Context: an optimization exercise on an open-source flow, tuned for a short achievable clock period and few clock cycles. The choices shown serve that exercise and are no tape-out recipe. Function was checked by simulation only, so behaviour that the tests miss may differ from the original. Power figures rest on the tool's default switching activity, not on a simulated workload.

==> run a: inputs <==
==> flow/design.v (excerpt) <==
module minrv_core (
	input  logic                   clk,
	input  logic                   resetn,
	output logic [32-1:0] insn_addr,
	input  logic [32-1:0] insn,
	output logic                   mem_valid,
	output logic                   mem_instr,
	input  logic                   mem_ready,
	output logic [32-1:0] mem_addr,
	output logic [32-1:0] mem_wdata,
	output logic [3:0]             mem_wstrb,
	output logic [3:0]             mem_rmask,
	input  logic [32-1:0] mem_rdata,
	output logic                   trap
);
Settings: LEC_CHECK=0, CAP_MARGIN=20, CORE_MARGIN=2, CORE_UTILIZATION=50, SLEW_MARGIN=20; clock period 16.5 ns.
standard.sh (not shown) runs the stock make flow with config.mk's settings and CLKGATE_MAP_FILE= SYNTH_SCRIPT=/design/flow/synth_recipe.tcl, a recipe that flattens the netlist after the stock synthesis.
==> flow/flow/run.sh <==
#!/bin/bash
# standard synthesis, then the standard layout with timing repair aiming well below the
# clock period (the sdc and the period are unchanged)
set -euo pipefail
bash standard.sh synth > synth.log 2>&1
bash standard.sh SETUP_SLACK_MARGIN=11 TNS_END_PERCENT=30 finish > layout.log 2>&1
==> inputs of run b, as changes to run a <==
--- a/flow/design.v
+++ b/flow/design.v
@@ -163,22 +163,16 @@
 	assign rv1_d = (we_m && rd_m == rs1_d) ? wbv_m : rf[32*rs1_d +: 32];
 	assign rv2_d = (we_m && rd_m == rs2_d) ? wbv_m : rf[32*rs2_d +: 32];
 	logic        dred;
 	logic        pt_dx;
 	logic [29:0] ptgt_dx;
 	assign dred    = v_d && !hit_d && (jal_d || (br_d && insn_d[31] && !ill_d)) && !pct_d[1];
 	assign pt_dx   = pt_d || dred;
 	assign ptgt_dx = dred ? pct_d[31:2] : ptgt_d;
-	logic [29:0] tx_d, ty_d, tk_d;
-	logic        tok_d;
-	assign tx_d  = pc_d[31:2];
-	assign ty_d  = imm_d[31:2];
-	assign tk_d  = {((tx_d[28:0] & ty_d[28:0]) | ((tx_d[28:0] | ty_d[28:0]) & ~ptgt_d[28:0])), 1'b0};
-	assign tok_d = &(~(tx_d ^ ty_d ^ ptgt_d ^ tk_d));
 	assign lu_stall = v_d && ve && ld_e && we_e &&
 		((use1_d && rs1_d == rd_e) || (use2_d && rs2_d == rd_e));
 	logic [31:0] a_e, b_e, ob_e;
 	logic [31:0] alu_e, addr_e, res_e;
 	logic        eq_e, lt_e, ltu_e, take_e;
 	logic        slt_e, sltu_e;
 	logic [31:0] npc_e;
 	logic        misp_e, misal_e, trap_e;
@@ -308,17 +302,17 @@
 		rv2_e    <= rv2_d;
 		fwd1     <= go_e && we_e && rd_e == rs1_d;
 		fwd2     <= go_e && we_e && rd_e == rs2_d;
 		rd_e     <= rd_d;
 		imm_e    <= imm_d;
 		pre_e    <= pre_d;
 		pc4_e    <= pc4_d;
 		pct_e    <= pct_d;
-		tok_e    <= dred || tok_d;
+		tok_e    <= dred || pct_d[31:2] == ptgt_d;
 		pt_e     <= pt_dx;
 		hit_e    <= hit_d;
 		ctr_e    <= ctr_d;
 		ptgt_e   <= ptgt_dx;
 		f3_e     <= f3_d;
 		alt_e    <= alt_d;
 		bimm_e   <= !(op_d || br_d);
 		usepre_e <= lui_d || auipc_d || jal_d || jalr_d;
==> flow/run.sh (new file) <==
#!/bin/bash
# synth_recipe.tcl (not shown) runs the flow's synth.tcl, then flattens the netlist and writes it again
# the make line also repeats each setting of config.mk as NAME=value (left out here)
make -C /OpenROAD-flow-scripts/flow DESIGN_CONFIG=/design/flow/config.mk WORK_HOME=/design/flow/orfs CLKGATE_MAP_FILE= SYNTH_SCRIPT=/design/flow/synth_recipe.tcl finish
CORE_UTILIZATION = 30   (was 50)
SETUP_SLACK_MARGIN = 5   (was unset)
removed: flow/flow/run.sh
removed: flow/standard.sh
==> comparison <==
Of run b and run a, run b has the higher clock-buffer cell count (gap 22).
In run b the global-route usage is lower than in run a, by 12 points.
In synthesized cell count, run b and run a hardly differ.
Between run b and run a, the lower synthesized area is in run b (gap about 1.3%, measured against run a).
Run a finished clean. Run b produced a clean layout.
Between run b and run a, the lower combinational power is in run b (gap about 3%, measured against run a).
==> figures <==
|  | run a | run b |
|---|---|---|
| Result of the run | timing/DRC/antenna clean | timing/DRC/antenna clean |
| Internal power component | 0.01047 W | 0.01023 W |
| Vias in the first global route | 68,010 | 68,970 |
| Share of layout cells above drive strength 1 | 0.2120 | 0.1906 |
| Initial standard-cell utilization of the core | 0.5030 | 0.3016 |
| Clk tree area frac | 0.06462 | 0.06181 |
| Worst Tran Pin Value | 1.217 ns | 1.208 ns |
| Worst endpoint data arrival time | 2.27 ns | 7.95 ns |
| Kind of capture point of the worst setup path | output port | flip-flop |
| DRT iter0 DRCs | 8,908 | 8,228 |
| Synth Area in Compound Gates | 0.08215 | 0.08466 |
| Footprint of the multi-input gates | 0.04344 mm² | 0.04202 mm² |
Testbench counts of run a, summed over its fixed seeds: cycles 36,555.
Testbench counts of run b, summed over its fixed seeds: cycles 36,555.

==> inputs of trial 10 <==
Another version of the RTL of minrv_core (not shown whole).
export LEC_CHECK = 0
export CAP_MARGIN = 20
export CORE_MARGIN = 2
export CORE_UTILIZATION = 30
export SETUP_SLACK_MARGIN = 0.2
export SLEW_MARGIN = 20
create_clock -name core_clock -period 16.5 [get_ports {clk}]
run.sh (not shown) runs the stock make flow with config.mk's settings and CLKGATE_MAP_FILE= SYNTH_SCRIPT=/design/flow/synth_recipe.tcl, a recipe that flattens the netlist after the stock synthesis.
Stock flow here: none of the scripts above is used.
==> inputs of trial 24, as changes to trial 10 <==
--- a/flow/design.v
+++ b/flow/design.v
@@ -13,48 +13,52 @@
 	output logic [3:0]             mem_wstrb,
 	output logic [3:0]             mem_rmask,
 	input  logic [32-1:0] mem_rdata,
 	output logic                   trap
 );
 	localparam int BN = 32;  
 	localparam int TW = 6;   
+	localparam int GW = 11;  
 	logic [31:0] pc_f;
 	logic        v_d;
 	logic [31:0] insn_d;
 	logic [31:0] pc_d;
 	logic        pt_d;      
 	logic        hit_d;     
 	logic [1:0]  ctr_d;
 	logic [29:0] ptgt_d;
 	logic        v_e;
 	logic [31:0] pc_e;
 	logic [31:0] rv1_e, rv2_e;
-	logic [4:0]  rs1_e, rs2_e, rd_e;
+	logic [4:0]  rd_e;
 	logic [31:0] imm_e;
 	logic [31:0] pre_e;     
 	logic [31:0] pc4_e;
 	logic [31:0] pct_e;     
 	logic        tok_e;     
 	logic        pt_e, hit_e;
+	logic        fwd1, fwd2;  
 	logic [1:0]  ctr_e;
 	logic [29:0] ptgt_e;
 	logic [2:0]  f3_e;
 	logic        alt_e, bimm_e, usepre_e, we_e;
 	logic        ld_e, st_e, br_e, jal_e, jalr_e, ill_e;
 	logic        mv_m;      
 	logic [31:0] addr_m, wdata_m;
 	logic [3:0]  wstrb_m, rmask_m;
 	logic        we_m, ld_m;
 	logic [4:0]  rd_m;
 	logic [2:0]  f3_m;
 	logic [31:0] res_m;
 	logic        trap_q;
+	logic        replay_q;
+	logic [31:0] lostpc;
 	logic [BN-1:0]      btb_v;
 	logic [BN*TW-1:0]   btb_tag;
-	logic [BN*30-1:0]   btb_tgt;
+	logic [BN*GW-1:0]   btb_tgt;
 	logic [BN*2-1:0]    btb_ctr;
 	assign insn_addr = pc_f;
 	assign mem_valid = mv_m;
 	assign mem_instr = 1'b0;
 	assign mem_addr  = addr_m;
 	assign mem_wdata = wdata_m;
 	assign mem_wstrb = wstrb_m;
@@ -91,15 +95,15 @@
 	logic [TW-1:0] btag_f;
 	logic          bhit_f, btake_f;
 	logic [29:0]   btgt_f;
 	logic [1:0]    bctr_f;
 	logic [31:0]   npc_f;
 	assign bidx_f  = pc_f[6:2];
 	assign btag_f  = pc_f[7+TW-1:7];
-	assign btgt_f  = btb_tgt[30*bidx_f +: 30];
+	assign btgt_f  = {pc_f[31:GW+2], btb_tgt[GW*bidx_f +: GW]};
 	assign bctr_f  = btb_ctr[2*bidx_f +: 2];
 	assign bhit_f  = btb_v[bidx_f] && (btb_tag[TW*bidx_f +: TW] == btag_f);
 	assign btake_f = bhit_f && bctr_f[1];
 	assign npc_f   = btake_f ? {btgt_f, 2'b00} : pc_f + 32'd4;
 	logic [6:0]  opc_d;
 	logic [2:0]  f3_d;
 	logic [6:0]  f7_d;
@@ -154,27 +158,34 @@
 		else                   imm_d = {{21{insn_d[31]}}, insn_d[30:20]};
 	end
 	assign pct_d = pc_d + imm_d;
 	assign pc4_d = pc_d + 32'd4;
 	assign pre_d = lui_d ? imm_d : auipc_d ? pct_d : pc4_d;
 	assign rv1_d = (we_m && rd_m == rs1_d) ? wbv_m : rf[32*rs1_d +: 32];
 	assign rv2_d = (we_m && rd_m == rs2_d) ? wbv_m : rf[32*rs2_d +: 32];
-	assign lu_stall = v_d && v_e && ld_e && we_e &&
+	logic        dred;
+	logic        pt_dx;
+	logic [29:0] ptgt_dx;
+	assign dred    = v_d && !hit_d && (jal_d || (br_d && insn_d[31] && !ill_d)) && !pct_d[1];
+	assign pt_dx   = pt_d || dred;
+	assign ptgt_dx = dred ? pct_d[31:2] : ptgt_d;
+	assign lu_stall = v_d && ve && ld_e && we_e &&
 		((use1_d && rs1_d == rd_e) || (use2_d && rs2_d == rd_e));
 	logic [31:0] a_e, b_e, ob_e;
 	logic [31:0] alu_e, addr_e, res_e;
 	logic        eq_e, lt_e, ltu_e, take_e;
 	logic        slt_e, sltu_e;
 	logic [31:0] npc_e;
 	logic        misp_e, misal_e, trap_e;
 	logic        redirect;
-	logic        fwd1, fwd2;
 	logic [3:0]  mask_e;
-	assign fwd1 = we_m && rd_m == rs1_e;
-	assign fwd2 = we_m && rd_m == rs2_e;
+	logic        ve;
+	logic [29:0] jx_e, jy_e, jk_e;
+	logic        jc_e, jok_e;
+	assign ve = v_e && !replay_q;
 	assign a_e  = fwd1 ? res_m : rv1_e;
 	assign b_e  = fwd2 ? res_m : rv2_e;
 	assign ob_e = bimm_e ? imm_e : b_e;
 	logic [31:0] sra_e;
 	assign sra_e = $signed(a_e) >>> ob_e[4:0];
 	assign eq_e  = a_e == b_e;
 	assign lt_e  = $signed(a_e) < $signed(b_e);
@@ -200,106 +211,122 @@
 			3'b100:  alu_e = a_e ^ ob_e;
 			3'b101:  alu_e = alt_e ? sra_e : a_e >> ob_e[4:0];
 			3'b110:  alu_e = a_e | ob_e;
 			default: alu_e = a_e & ob_e;
 		endcase
 	end
 	assign addr_e = a_e + imm_e;
+	assign jx_e  = a_e[31:2];
+	assign jy_e  = imm_e[31:2];
+	assign jc_e  = (a_e[1] && imm_e[1]) || ((a_e[1] || imm_e[1]) && a_e[0] && imm_e[0]);
+	assign jk_e  = {((jx_e[28:0] & jy_e[28:0]) | ((jx_e[28:0] | jy_e[28:0]) & ~ptgt_e[28:0])), jc_e};
+	assign jok_e = &(~(jx_e ^ jy_e ^ ptgt_e ^ jk_e));
 	assign res_e  = usepre_e ? pre_e : alu_e;
 	always_comb begin
 		npc_e   = pc4_e;
 		misp_e  = pt_e;
 		misal_e = 1'b0;
 		if (jalr_e) begin
 			npc_e   = {addr_e[31:1], 1'b0};
-			misp_e  = !pt_e || addr_e[31:2] != ptgt_e;
+			misp_e  = !pt_e || !jok_e;
 			misal_e = addr_e[1];
 		end else if (jal_e) begin
 			npc_e   = pct_e;
 			misp_e  = !pt_e || !tok_e;
 			misal_e = pct_e[1];
 		end else if (br_e && take_e) begin
 			npc_e   = pct_e;
 			misp_e  = !pt_e || !tok_e;
 			misal_e = pct_e[1];
 		end
 	end
-	assign trap_e   = v_e && (ill_e || misal_e);
-	assign redirect = v_e && !trap_e && misp_e;
+	assign trap_e   = ve && (ill_e || misal_e);
+	assign redirect = ve && !trap_e && misp_e;
 	always_comb begin
 		case (f3_e[1:0])
 			2'b00:   mask_e = 4'b0001;
 			2'b01:   mask_e = 4'b0011;
 			default: mask_e = 4'b1111;
 		endcase
 	end
 	logic go_e;  
-	assign go_e = v_e && !trap_e && !trap_q;
+	assign go_e = ve && !trap_e && !trap_q;
+	always_ff @(posedge clk) begin
+		if (!resetn) begin
+			replay_q <= 1'b0;
+		end else begin
+			replay_q <= mstall;
+		end
+	end
+	always_ff @(posedge clk) begin
+		if (!replay_q) begin
+			lostpc <= ve ? pc_e : v_d ? pc_d : pc_f;
+		end
+	end
 	always_ff @(posedge clk) begin
 		if (!resetn) begin
 			pc_f <= 32'h0001_0000;
 			v_d  <= 1'b0;
-		end else if (!mstall) begin
-			if (trap_e || trap_q) begin
-				v_d <= 1'b0;
-			end else if (redirect) begin
-				pc_f <= npc_e;
-				v_d  <= 1'b0;
-			end else if (!lu_stall) begin
-				pc_f <= npc_f;
-				v_d  <= 1'b1;
-			end
+		end else if (replay_q) begin
+			pc_f <= lostpc;
+			v_d  <= 1'b0;
+		end else if (trap_e || trap_q) begin
+			v_d <= 1'b0;
+		end else if (redirect) begin
+			pc_f <= npc_e;
+			v_d  <= 1'b0;
+		end else if (!lu_stall) begin
+			pc_f <= dred ? pct_d : npc_f;
+			v_d  <= !dred;
 		end
 	end
 	always_ff @(posedge clk) begin
-		if (!mstall && !lu_stall) begin
+		if (!lu_stall) begin
 			insn_d <= insn;
 			pc_d   <= pc_f;
 			pt_d   <= btake_f;
 			hit_d  <= bhit_f;
 			ctr_d  <= bctr_f;
 			ptgt_d <= btgt_f;
 		end
 	end
 	always_ff @(posedge clk) begin
 		if (!resetn) begin
 			v_e <= 1'b0;
-		end else if (!mstall) begin
-			v_e <= v_d && !lu_stall && !redirect && !trap_e && !trap_q;
+		end else begin
+			v_e <= v_d && !replay_q && !lu_stall && !redirect && !trap_e && !trap_q;
 		end
 	end
 	always_ff @(posedge clk) begin
-		if (!mstall) begin
-			pc_e     <= pc_d;
-			rv1_e    <= rv1_d;
-			rv2_e    <= rv2_d;
-			rs1_e    <= rs1_d;
-			rs2_e    <= rs2_d;
-			rd_e     <= rd_d;
-			imm_e    <= imm_d;
-			pre_e    <= pre_d;
-			pc4_e    <= pc4_d;
-			pct_e    <= pct_d;
-			tok_e    <= pct_d[31:2] == ptgt_d;
-			pt_e     <= pt_d;
-			hit_e    <= hit_d;
-			ctr_e    <= ctr_d;
-			ptgt_e   <= ptgt_d;
-			f3_e     <= f3_d;
-			alt_e    <= alt_d;
-			bimm_e   <= !(op_d || br_d);
-			usepre_e <= lui_d || auipc_d || jal_d || jalr_d;
-			we_e     <= wr_d && !ill_d;
-			ld_e     <= ld_d && !ill_d;
-			st_e     <= st_d && !ill_d;
-			br_e     <= br_d && !ill_d;
-			jal_e    <= jal_d;
-			jalr_e   <= jalr_d && !ill_d;
-			ill_e    <= ill_d;
-		end
+		pc_e     <= pc_d;
+		rv1_e    <= rv1_d;
+		rv2_e    <= rv2_d;
+		fwd1     <= go_e && we_e && rd_e == rs1_d;
+		fwd2     <= go_e && we_e && rd_e == rs2_d;
+		rd_e     <= rd_d;
+		imm_e    <= imm_d;
+		pre_e    <= pre_d;
+		pc4_e    <= pc4_d;
+		pct_e    <= pct_d;
+		tok_e    <= dred || pct_d[31:2] == ptgt_d;
+		pt_e     <= pt_dx;
+		hit_e    <= hit_d;
+		ctr_e    <= ctr_d;
+		ptgt_e   <= ptgt_dx;
+		f3_e     <= f3_d;
+		alt_e    <= alt_d;
+		bimm_e   <= !(op_d || br_d);
+		usepre_e <= lui_d || auipc_d || jal_d || jalr_d;
+		we_e     <= wr_d && !ill_d;
+		ld_e     <= ld_d && !ill_d;
+		st_e     <= st_d && !ill_d;
+		br_e     <= br_d && !ill_d;
+		jal_e    <= jal_d;
+		jalr_e   <= jalr_d && !ill_d;
+		ill_e    <= ill_d;
 	end
 	always_ff @(posedge clk) begin
 		if (!resetn) begin
 			mv_m   <= 1'b0;
 			we_m   <= 1'b0;
 			trap_q <= 1'b0;
 		end else if (!mstall) begin
@@ -316,42 +343,58 @@
 			rmask_m <= ld_e ? mask_e : 4'b0000;
 			ld_m    <= ld_e;
 			rd_m    <= rd_e;
 			f3_m    <= f3_e;
 			res_m   <= res_e;
 		end
 	end
-	logic [4:0]    bidx_e;
-	logic [TW-1:0] btag_e;
 	logic          cf_e, tk_e;
 	logic [1:0]    nctr_e;
-	assign bidx_e = pc_e[6:2];
-	assign btag_e = pc_e[7+TW-1:7];
+	logic          u_v, u_cf, u_tk;
+	logic [4:0]    u_idx;
+	logic [TW-1:0] u_tag;
+	logic [1:0]    u_ctr;
+	logic [GW-1:0] u_tgt;
 	assign cf_e   = jal_e || jalr_e || br_e;
 	assign tk_e   = jal_e || jalr_e || (br_e && take_e);
 	always_comb begin
 		if (!hit_e) nctr_e = tk_e ? 2'd2 : 2'd1;
 		else if (tk_e) nctr_e = (ctr_e == 2'd3) ? 2'd3 : ctr_e + 2'd1;
 		else nctr_e = (ctr_e == 2'd0) ? 2'd0 : ctr_e - 2'd1;
 	end
+	always_ff @(posedge clk) begin
+		if (!resetn) begin
+			u_v <= 1'b0;
+		end else begin
+			u_v <= ve && !trap_e && (tk_e || hit_e);
+		end
+	end
+	always_ff @(posedge clk) begin
+		u_cf  <= cf_e;
+		u_tk  <= tk_e;
+		u_idx <= pc_e[6:2];
+		u_tag <= pc_e[7+TW-1:7];
+		u_ctr <= nctr_e;
+		u_tgt <= npc_e[GW+1:2];
+	end
 	for (genvar j = 0; j < BN; j++) begin : g_btb
 		logic upd;
-		assign upd = v_e && !trap_e && bidx_e == j && (tk_e || hit_e);
+		assign upd = u_v && u_idx == j;
 		always_ff @(posedge clk) begin
 			if (!resetn) begin
 				btb_v[j] <= 1'b0;
 			end else if (upd) begin
-				btb_v[j] <= cf_e;
+				btb_v[j] <= u_cf;
 			end
 		end
 		always_ff @(posedge clk) begin
 			if (upd) begin
-				btb_tag[TW*j +: TW] <= btag_e;
-				btb_ctr[2*j +: 2]   <= nctr_e;
-				if (tk_e) begin
-					btb_tgt[30*j +: 30] <= npc_e[31:2];
+				btb_tag[TW*j +: TW] <= u_tag;
+				btb_ctr[2*j +: 2]   <= u_ctr;
+				if (u_tk) begin
+					btb_tgt[GW*j +: GW] <= u_tgt;
 				end
 			end
 		end
 	end
 endmodule
 `default_nettype wire
==> flow/flow/run.sh (new file) <==
#!/bin/bash
# standard synthesis, then the standard layout with timing repair aiming well below the
# clock period (the sdc and the period are unchanged)
set -euo pipefail
bash standard.sh synth > synth.log 2>&1
bash standard.sh SETUP_SLACK_MARGIN=11 TNS_END_PERCENT=30 finish > layout.log 2>&1
==> flow/standard.sh (new file) <==
#!/bin/bash
# synth_recipe.tcl (not shown) runs the flow's synth.tcl, then flattens the netlist and writes it again
# the make line also repeats each setting of config.mk as NAME=value (left out here)
make -C /OpenROAD-flow-scripts/flow DESIGN_CONFIG=/design/flow/config.mk WORK_HOME=/design/flow/orfs CLKGATE_MAP_FILE= SYNTH_SCRIPT=/design/flow/synth_recipe.tcl "${@:-finish}"
Settings changed: SETUP_SLACK_MARGIN 0.2 to unset.
removed: flow/run.sh
==> comparison table <==
| item | trial 10 | trial 24 |
|---|---|---|
| Run status | complete, no violations | complete, no violations |
| Number of flops mapped to enable cells by yosys | 2651 | 1790 |
| Area inside the core boundary | 430300 um^2 | 353000 um^2 |
| Sequential cell area | 81650 um^2 | 61920 um^2 |
| Logic power comb | 3.25 mW | 2.54 mW |
| Last element of the critical path | btb_tgt[619]$_DFFE_PP_ | insn_addr[3] |
| Number of synthesized register bits | 2752 | 2196 |
| Cell count after synthesis | 7936 | 7488 |
| Sum of met3 wire segment lengths after detailed routing | 37780 um | 30850 um |
| Met3 global-route usage | 3.326% | 3.242% |
| Effective utilization at floorplan | 30.10% | 30.16% |
| Clk cell area share | 6.594% | 6.111% |
| Slowest stage cell, crit path | sky130_fd_sc_hd__nor2_4 | sky130_fd_sc_hd__clkdlybuf4s50_1 |
| Non-Filler Cell Area, Final | 149200 um^2 | 122800 um^2 |
| Pin count of the biggest net entering global routing | 150 | 148 |
| FILL cells | 40260 | 33810 |
| Final core occ | 34.67% | 34.79% |
| Routed wl met2 | 204400 um | 170800 um |
| Non-clock buffer share of cell area | 2.563% | 3.212% |
| Required time of the worst setup path | 17.08 ns | 13.20 ns |
| Xor and xnor area share after synthesis | 1.499% | 1.839% |
| Area occupied by multi-input gates | 45990 um^2 | 42480 um^2 |
| Total number of vias | 79260 | 69650 |
| Highest cell delay on the worst timing path | 1.11 ns | 0.60 ns |
| Share of synthesized cell area in full adder, half adder and majority cells | 1.934% | 3.242% |
| Mux contribution to synthesized area | 20.50% | 19.51% |
| Met1 routed wirelength after detailed routing | 179400 um | 147600 um |
Testbench counts of trial 10, summed over its fixed seeds: cycles 36,902.
Testbench counts of trial 24, summed over its fixed seeds: cycles 36,555.

afterwards: timing with drivers on the ports:
Ports are ideal in the flow. The routed layouts listed here were re-timed in OpenROAD.
Step 1, drivers: a clkbuf_16 drives clk and a buf_2 each remaining input, both assumed.
Step 2 moves the port delays by t, midway between the first and last clock arrival at a register: inputs arrive t later, outputs are due t later. That takes back most of the time a late clock gives input paths.
a / b / c = ideal / step 1 / step 2; a / b = the first two.
| run | t, ns | slack for setup (ns) | cell pins on the clock port's net |
|---|---|---|---|
| run a | 0.946 | 10.929 / 10.842 / 10.322 | 1 |
| run b | 1.002 | 9.150 / 9.150 / 9.150 | 1 |
| trial 10 | 1.045 | 7.167 / 7.167 / 7.167 | 1 |
| trial 24 | 0.986 | 10.965 / 10.872 / 10.445 | 1 |
After both steps every run listed still meets setup and hold. For run a, which loses most, drivers alone change the setup slack by -0.087 ns; drivers and shift together by -0.607 ns.
